What follows belongs to an exercise in optimizing a design on an open flow for small area; a production flow would make more cautious choices. Function was checked by simulation only, so behaviour that the tests miss may differ from the original. Power and IR drop assume default switching activity.

File: run.sh
#!/bin/bash
# synth_recipe.tcl (not shown) runs the flow's synth.tcl, then flattens the netlist and writes it again
# the make line also repeats each setting of config.mk as NAME=value (left out here)
make -C /OpenROAD-flow-scripts/flow DESIGN_CONFIG=/design/flow/config.mk WORK_HOME=/design/flow/orfs CLKGATE_MAP_FILE= SYNTH_SCRIPT=/design/flow/synth_recipe.tcl finish
File: config.mk
export PLATFORM = sky130hd
export DESIGN_NAME = pu_sequencer
export DESIGN_NICKNAME = pu_sequencer
export VERILOG_FILES = /design/flow/design.v
export SDC_FILE = /design/flow/constraint.sdc
export NUM_CORES = 4
export LEC_CHECK = 0
export CAP_MARGIN = 20
export CORE_MARGIN = 2
export CORE_UTILIZATION = 40
export SLEW_MARGIN = 20
File: constraint.sdc
create_clock -name core_clock -period 5.0 [get_ports {clk}]
set_input_delay 1.0000 -clock core_clock [delete_from_list [all_inputs] [get_ports {clk}]]
set_output_delay 1.0000 -clock core_clock [all_outputs]
set_load 0.01 [all_outputs]
File: design.v
module pu_sequencer #(
   parameter int WIDTH = 32,
   parameter int LEN   = 8,
   parameter int ROWS  = 4
) (
   input  logic                             clk,
   input  logic                             rst,
   input  logic                             wr_en,
   input  logic                             wr_sel,
   input  logic [$clog2(ROWS*LEN)-1:0]      wr_addr,
   input  logic [WIDTH-1:0]                 wr_data,
   input  logic                             start,
   output logic                             busy,
   output logic                             done,
   output logic                             pu_en,
   output logic [WIDTH-1:0]                 pu_x1, pu_x2, pu_x3, pu_x4,
   output logic [WIDTH-1:0]                 pu_w1, pu_w2, pu_w3, pu_w4,
   input  logic [WIDTH-1:0]                 pu_data,
   output logic                             out_valid,
   output logic [((ROWS > 1) ? $clog2(ROWS) : 1)-1:0] out_row,
   output logic [WIDTH-1:0]                 out_data
);
   localparam int CPR = LEN / 4;
   localparam int AW  = $clog2(ROWS * LEN);
   localparam int RW  = (ROWS > 1) ? $clog2(ROWS) : 1;
   localparam int CW  = (CPR > 1) ? $clog2(CPR) : 1;
   typedef enum logic [1:0] {IDLE, FEED, DRAIN, DONE} state_t;
   state_t           state, state_nx;
   logic [WIDTH-1:0] x_buf [LEN];
   logic [WIDTH-1:0] w_buf [ROWS*LEN];
   logic [WIDTH-1:0] x_nx  [LEN];
   logic [WIDTH-1:0] w_nx  [ROWS*LEN];
   logic [WIDTH-1:0] x_lane [4];
   logic [WIDTH-1:0] w_lane [4];
   logic [RW-1:0]    row_cnt, row_nx;
   logic [CW-1:0]    chk_cnt, chk_nx;
   logic             launch, advance;
   logic             cap_v, cap_first, cap_last;
   logic [RW-1:0]    cap_row;
   logic [WIDTH-1:0] acc, acc_nx, res;
   always_ff @(posedge clk) begin
      if (rst) state <= IDLE;
      else     state <= state_nx;
   end
   always_comb begin
      state_nx  = state;
      launch    = 1'b0;
      advance   = 1'b0;
      busy  = 1'b0;
      pu_en = 1'b0;
      done  = 1'b0;
      case (state)
         IDLE: begin
            if (start) begin
               state_nx = FEED;
               launch   = 1'b1;
            end
         end
         FEED: begin
            busy  = 1'b1;
            pu_en = 1'b1;
            if (row_cnt == RW'(ROWS - 1) && chk_cnt == CW'(CPR - 1)) state_nx = DRAIN;
            else                                                       advance  = 1'b1;
         end
         DRAIN: begin
            busy = 1'b1;
            if (out_valid && out_row == RW'(ROWS - 1)) state_nx = DONE;
         end
         DONE: begin
            done = 1'b1;
            if (start) begin
               state_nx = FEED;
               launch   = 1'b1;
            end else begin
               state_nx = IDLE;
            end
         end
         default: state_nx = IDLE;
      endcase
   end
   always_comb begin
      for (int unsigned k = 0; k < LEN; k++)        x_nx[k] = x_buf[k];
      for (int unsigned k = 0; k < ROWS * LEN; k++) w_nx[k] = w_buf[k];
      if (wr_en && !busy) begin
         if (!wr_sel) begin
            for (int unsigned k = 0; k < LEN; k++)
               if (wr_addr == AW'(k)) x_nx[k] = wr_data;
         end else begin
            for (int unsigned k = 0; k < ROWS * LEN; k++)
               if (wr_addr == AW'(k)) w_nx[k] = wr_data;
         end
      end
   end
   always_comb begin
      row_nx = row_cnt;
      chk_nx = chk_cnt;
      if (launch) begin
         row_nx = '0;
         chk_nx = '0;
      end else if (advance) begin
         if (chk_cnt == CW'(CPR - 1)) begin
            chk_nx = '0;
            row_nx = row_cnt + 1'b1;
         end else begin
            chk_nx = chk_cnt + 1'b1;
         end
      end
      for (int unsigned l = 0; l < 4; l++) begin
         x_lane[l] = '0;
         w_lane[l] = '0;
      end
      for (int unsigned k = 0; k < LEN; k++)
         if (CW'(k / 4) == chk_nx) x_lane[k % 4] = x_nx[k];
      for (int unsigned r = 0; r < ROWS; r++)
         for (int unsigned k = 0; k < LEN; k++)
            if (RW'(r) == row_nx && CW'(k / 4) == chk_nx) w_lane[k % 4] = w_nx[r * LEN + k];
   end
   always_comb begin
      acc_nx = cap_first ? pu_data : acc + pu_data;
      res = acc_nx;
   end
   always_ff @(posedge clk) begin
      if (rst) begin
         for (int unsigned k = 0; k < LEN; k++)        x_buf[k] <= '0;
         for (int unsigned k = 0; k < ROWS * LEN; k++) w_buf[k] <= '0;
         row_cnt       <= '0;
         chk_cnt       <= '0;
         pu_x1     <= '0;
         pu_x2     <= '0;
         pu_x3     <= '0;
         pu_x4     <= '0;
         pu_w1     <= '0;
         pu_w2     <= '0;
         pu_w3     <= '0;
         pu_w4     <= '0;
         cap_v         <= 1'b0;
         cap_first     <= 1'b0;
         cap_last      <= 1'b0;
         cap_row       <= '0;
         acc           <= '0;
         out_valid <= 1'b0;
         out_row   <= '0;
         out_data  <= '0;
      end else begin
         for (int unsigned k = 0; k < LEN; k++)        x_buf[k] <= x_nx[k];
         for (int unsigned k = 0; k < ROWS * LEN; k++) w_buf[k] <= w_nx[k];
         if (launch || advance) begin
            row_cnt   <= row_nx;
            chk_cnt   <= chk_nx;
            pu_x1 <= x_lane[0];
            pu_x2 <= x_lane[1];
            pu_x3 <= x_lane[2];
            pu_x4 <= x_lane[3];
            pu_w1 <= w_lane[0];
            pu_w2 <= w_lane[1];
            pu_w3 <= w_lane[2];
            pu_w4 <= w_lane[3];
         end
         cap_v         <= pu_en;
         cap_first     <= (chk_cnt == '0);
         cap_last      <= (chk_cnt == CW'(CPR - 1));
         cap_row       <= row_cnt;
         out_valid <= 1'b0;
         if (cap_v) begin
            acc <= acc_nx;
            if (cap_last) begin
               out_valid <= 1'b1;
               out_row   <= cap_row;
               out_data  <= res;
            end
         end
      end
   end
endmodule
==> results by group <==
Setup path
  • Element type at the critical path start: flip-flop
  • Max stage delay on crit path: 590 ps
  • Cells along the critical path: inv_1 > ha_1 > nand2b_4 > nor3b_2 > and3b_1 > nand2b_2 > mux2i_1 > nor2_1 > nor3_1 > nor3_1
  • Crit Path Category: flip-flop to flip-flop
  • Critical Path Slowest Stage Cell: sky130_fd_sc_hd__nor3_1
  • Top fanout value on the critical path: 20
  • Critical register-to-register path startpoint: state[0]$_SDFFE_PP0P_
  • Arrival time of the worst setup path: 4640 ps
  • CP top delay family: simple AND/OR/NAND/NOR gates
  • Worst Setup End Kind: flip-flop
  • Worst setup startpoint: state[0]$_SDFFE_PP0P_
  • Crit path top cell by count: sky130_fd_sc_hd__nor3_1
  • Number of buffer and inverter instances along the worst setup path: 1
  • Data required time of the worst path: 5670 ps

Synthesis
  • Mean cell area of the mapped netlist: 9.23 µm²
  • Fraction of the mapped netlist area in simple logic gates: 0.156
  • Most used standard cell by instance count after synthesis: sky130_fd_sc_hd__nor2_1
  • Fraction of synthesized cell area taken by the top area cell type: 0.503
  • Yosys synthesis warning count: 7
  • Number of enable-type register cells in the synthesized netlist: 0
  • Library cells used by synthesis: 66
  • Number of synthesized register bits: 1,613
  • Post-synth top flop: sky130_fd_sc_hd__dfxtp_1
  • Adder-cell share of the synthesized area: 0.00772
  • Async set-or-reset flop fraction in the synthesized netlist: 0
  • Area share of xor/xnor cells in the synthesized design: 0.00287
  • Dominant cells by area after synthesis: sky130_fd_sc_hd__dfxtp_1 (50%), sky130_fd_sc_hd__mux2i_1 (18%), sky130_fd_sc_hd__nor2_1 (9.7%), sky130_fd_sc_hd__nor3_1 (2.9%), sky130_fd_sc_hd__clkbuf_1 (2.8%)
  • Synthesized netlist net count: 7,068
  • Count of mapped cells out of synthesis: 6,955
  • Portion of netlist area occupied by mux cells: 0.185
  • Seq/Total Area, Yosys: 0.503
  • Cell area after technology mapping: 64,200 µm²
  • Cell taking the most area after synthesis: sky130_fd_sc_hd__dfxtp_1
  • Most instantiated cells after synthesis: sky130_fd_sc_hd__nor2_1 (1,663), sky130_fd_sc_hd__dfxtp_1 (1,613), sky130_fd_sc_hd__mux2i_1 (1,184)
  • Combinational family with the most area after synthesis: multiplexers
  • Area fraction in compound gates after synthesis: 0.103

CTS
  • Post-CTS Setup Inserts: 0
  • Level count of the clock H-tree: 4
  • Insertion delay of the later-clocked pin in the worst-skew pair: 820 ps
  • Number of buffers between clock root and the deepest sink: 3
  • Number of gates resized after CTS: 0
  • Clock tree from TritonCTS: yes
  • CTS Hold Buffers Added: 0
  • Worst-path clk slew: 60 ps
  • Number of clock sinks seen by CTS: 1,613
  • Cts bufs inserted: 174
  • Cell chosen for the clock root: sky130_fd_sc_hd__clkbuf_16

Finish
  • Fill cell total of the finished layout: 15,200
  • Layout net count: 7,128
  • Area of the multi-input gates: 29,400 µm²
  • Area growth from synthesis to layout: 17.9%
  • FF/Latch Area: 32,300 µm²
  • End-of-flow core utilization: 0.473
  • Fraction of layout instances using a drive strength above 1: 0.0791

Global route
  • Gr ovfl total: 0
  • Antenna violations before repair: 17
  • Vias in the first global route: 49,200
  • Maximum number of pins on one net before global-route repair: 188
  • Gr usage total: 0.244
  • Global-route wire length before repair: 310,000 µm

Route
  • Router iterations before antenna repair: 6
  • 1st-iter DRT viols: 4,177
  • Number of antenna-violating nets in the routed design: 0
  • Post-detailed-route wirelength per cell: 22.2 µm
  • Wirelength, routed: 205,000 µm
  • DRC: 0
  • Number of vias after detailed routing: 51,300
  • Via density per instance: 5.55

Placed design
  • Global placement routability congestion: 0.848
  • Post-place setup slack: 457 ps
  • Number of buffers added on ports: 367
  • Final HPWL from detailed placement: 126,000 µm

Die
  • Die area: 164,000 µm²
  • Placeable core region: 160,000 µm²
  • Die Height: 405 µm
  • Number of placed I/O pins: 368
  • Initial core utilization: 0.401
  • Width of the die: 405 µm
  • Row cnt: 147

STA
  • Final clock period utilization by the worst path: 0.795
  • RSZ-0062 raised after global routing: false
  • Post-layout min period: 3980 ps
  • Smallest setup slack after layout: 1020 ps
  • Worst slew pin tran: 1140 ps
  • Max Freq: 0.251 GHz
  • Total negative setup slack: 0 ps
  • Fin. max-slew vios: 0
  • Worst slew slack as a fraction of its limit: 0.237
  • Endpoints failing hold: 0
  • Number of setup violations in the final report: 0
  • Hold Slack: 461 ps
  • Worst setup skew after layout: 45.2 ps

Outcome
  • Outcome: no timing/DRC/antenna violations

Power and ir drop
  • Worst IR Drop VDD: 0.000413 V
  • Total leakage power: 0.0314 µW
  • Total power: 35,200 µW
  • Pwr Density: 465 nW/µm²

Flow run
  • Total of max-cap violations: 0

Hold path
  • HP Start: x_buf[1][21]$_SDFF_PP0_
  • Path class of the lowest-slack min-delay path: flip-flop to flip-flop
[worst reg2reg max path, cell delays in order (launching register included)]
cell and delay [ps]:
sky130_fd_sc_hd__dfxtp_1 390, sky130_fd_sc_hd__inv_1 130, sky130_fd_sc_hd__ha_1 450, sky130_fd_sc_hd__nand2b_4 210, sky130_fd_sc_hd__nor3b_2 540, sky130_fd_sc_hd__and3b_1 390, sky130_fd_sc_hd__nand2b_2 530, sky130_fd_sc_hd__mux2i_1 420
sky130_fd_sc_hd__nor2_1 60, sky130_fd_sc_hd__nor3_1 590, sky130_fd_sc_hd__nor3_1 110
[path summary, 6_finish.rpt]
path | end | slack, ps | depth (start not counted)
max reg2reg | pu_w2[15]$_SDFFE_PP0P_ | 1020 | 10
min | x_buf[1][21]$_SDFF_PP0_ | 460 | 2
max | pu_w2[15]$_SDFFE_PP0P_ | 1020 | 10
min reg2reg | x_buf[1][21]$_SDFF_PP0_ | 460 | 2
[power breakdown]
part,leakage [µW],switching (µW),internal [µW],total [µW]
clock network,0.00294,5570,7700,13300
logic,0.0154,5070,2750,7820
registers,0.0130,621,13500,14100
total,0.0314,11300,23900,35200
[registers in the layout, summed over array words and instances, names as in the netlist, 2 cells and up]
signal / cells
acc: 32
cap_row: 2
out_data: 32
out_row: 2
pu_w1: 32
pu_w2: 32
pu_w3: 32
pu_w4: 32
pu_x1: 32
pu_x2: 32
pu_x3: 32
pu_x4: 32
row_cnt: 2
state: 2
w_buf: 1024
x_buf: 256
[layout by cell type (no fill, tap or decap), types with 8 or more instances in the layout]
cell type / instances
sky130_fd_sc_hd__nand2b_1: 12
sky130_fd_sc_hd__a21o_1: 12
sky130_fd_sc_hd__xor2_1: 9
sky130_fd_sc_hd__nor2_4: 14
sky130_fd_sc_hd__nor2_1: 1654
sky130_fd_sc_hd__inv_1: 13
sky130_fd_sc_hd__clkinv_2: 36
sky130_fd_sc_hd__clkbuf_16: 174
sky130_fd_sc_hd__buf_2: 31
sky130_fd_sc_hd__o22ai_1: 274
sky130_fd_sc_hd__o211ai_1: 10
sky130_fd_sc_hd__nand2_2: 17
sky130_fd_sc_hd__nor3_1: 363
sky130_fd_sc_hd__nor4_1: 9
sky130_fd_sc_hd__nand3_1: 122
sky130_fd_sc_hd__nand2_1: 157
sky130_fd_sc_hd__o21ai_0: 182
sky130_fd_sc_hd__o221ai_1: 120
sky130_fd_sc_hd__a221o_1: 106
sky130_fd_sc_hd__buf_12: 34
sky130_fd_sc_hd__mux2i_1: 1184
sky130_fd_sc_hd__a21oi_1: 184
sky130_fd_sc_hd__clkbuf_8: 40
sky130_fd_sc_hd__clkdlybuf4s50_1: 334
sky130_fd_sc_hd__ha_1: 38
sky130_fd_sc_hd__clkbuf_1: 31
sky130_fd_sc_hd__bufinv_16: 12
sky130_fd_sc_hd__nor2b_1: 11
sky130_fd_sc_hd__xnor2_1: 12
sky130_fd_sc_hd__buf_4: 155
sky130_fd_sc_hd__dfxtp_1: 1612
sky130_fd_sc_hd__a211oi_1: 54
sky130_fd_sc_hd__a311oi_1: 8
[metal layers]
metal / GRT usage / share of wire / up-vias
met5: 0 / 0.00038 / -
met4: 0.0747 / 0.027 / 12
met3: 0.0394 / 0.058 / 298
met2: 0.401 / 0.47 / 1477
met1: 0.327 / 0.45 / 25200
li1: - / - / 24300
[cell type report]
class	count	area share
antenna	3	0.0000992
tap	2086	0.0345
clock inverter	70	0.0125
multi-input combinational	4657	0.389
sequential	1613	0.427
timing repair buffer	555	0.0708
clock buffer	245	0.0663
inverter	14	0.000694
[cells by family (layout without fill, tap and decap cells)]
group / count (synthesis) / after routing
flip-flops: 1613 / 1613
AND/OR/NAND/NOR: 2423 / 2423
buffers and inverters: 685 / 884
other: 0 / 3
adder cells (fa/ha/maj): 39 / 39
multiplexers: 1184 / 1184
XOR/XNOR: 21 / 21
AO/OA/AOI/OAI: 990 / 990
[stage by stage]
step | instances | area [µm²]
after floorplan | 6955 | 64200
after global placement | 8925 | 69700
after detailed placement | 8925 | 69700
after CTS | 9240 | 75700
after global routing | 9240 | 75700
final | 9243 | 75700

## afterwards: timing with drivers on the ports
The results above use ideal ports. As a check the final layout listed here was re-extracted and re-timed, cells and wires unchanged.
Step 1 sets driving cells, clkbuf_16 on the clock port and buf_2 on the other inputs (assumed; they add their load-dependent delay and slew).
Step 2, shift: input delay + t, output delay - t, t = (earliest + latest rising clock arrival at the registers) / 2. This alone moves slack from input paths to output paths.
a / b / c = no drivers / after step 1 / after step 2; a / b = the first two.
t, ns: 0.887
setup slack, ns: 1.023 / 1.024 / 0.226
clock arrival spread, ns: 0.055 / 0.055
After both steps this run still meets setup and hold. For this run, drivers alone change the setup slack by +0.001 ns; drivers and shift together by -0.797 ns.
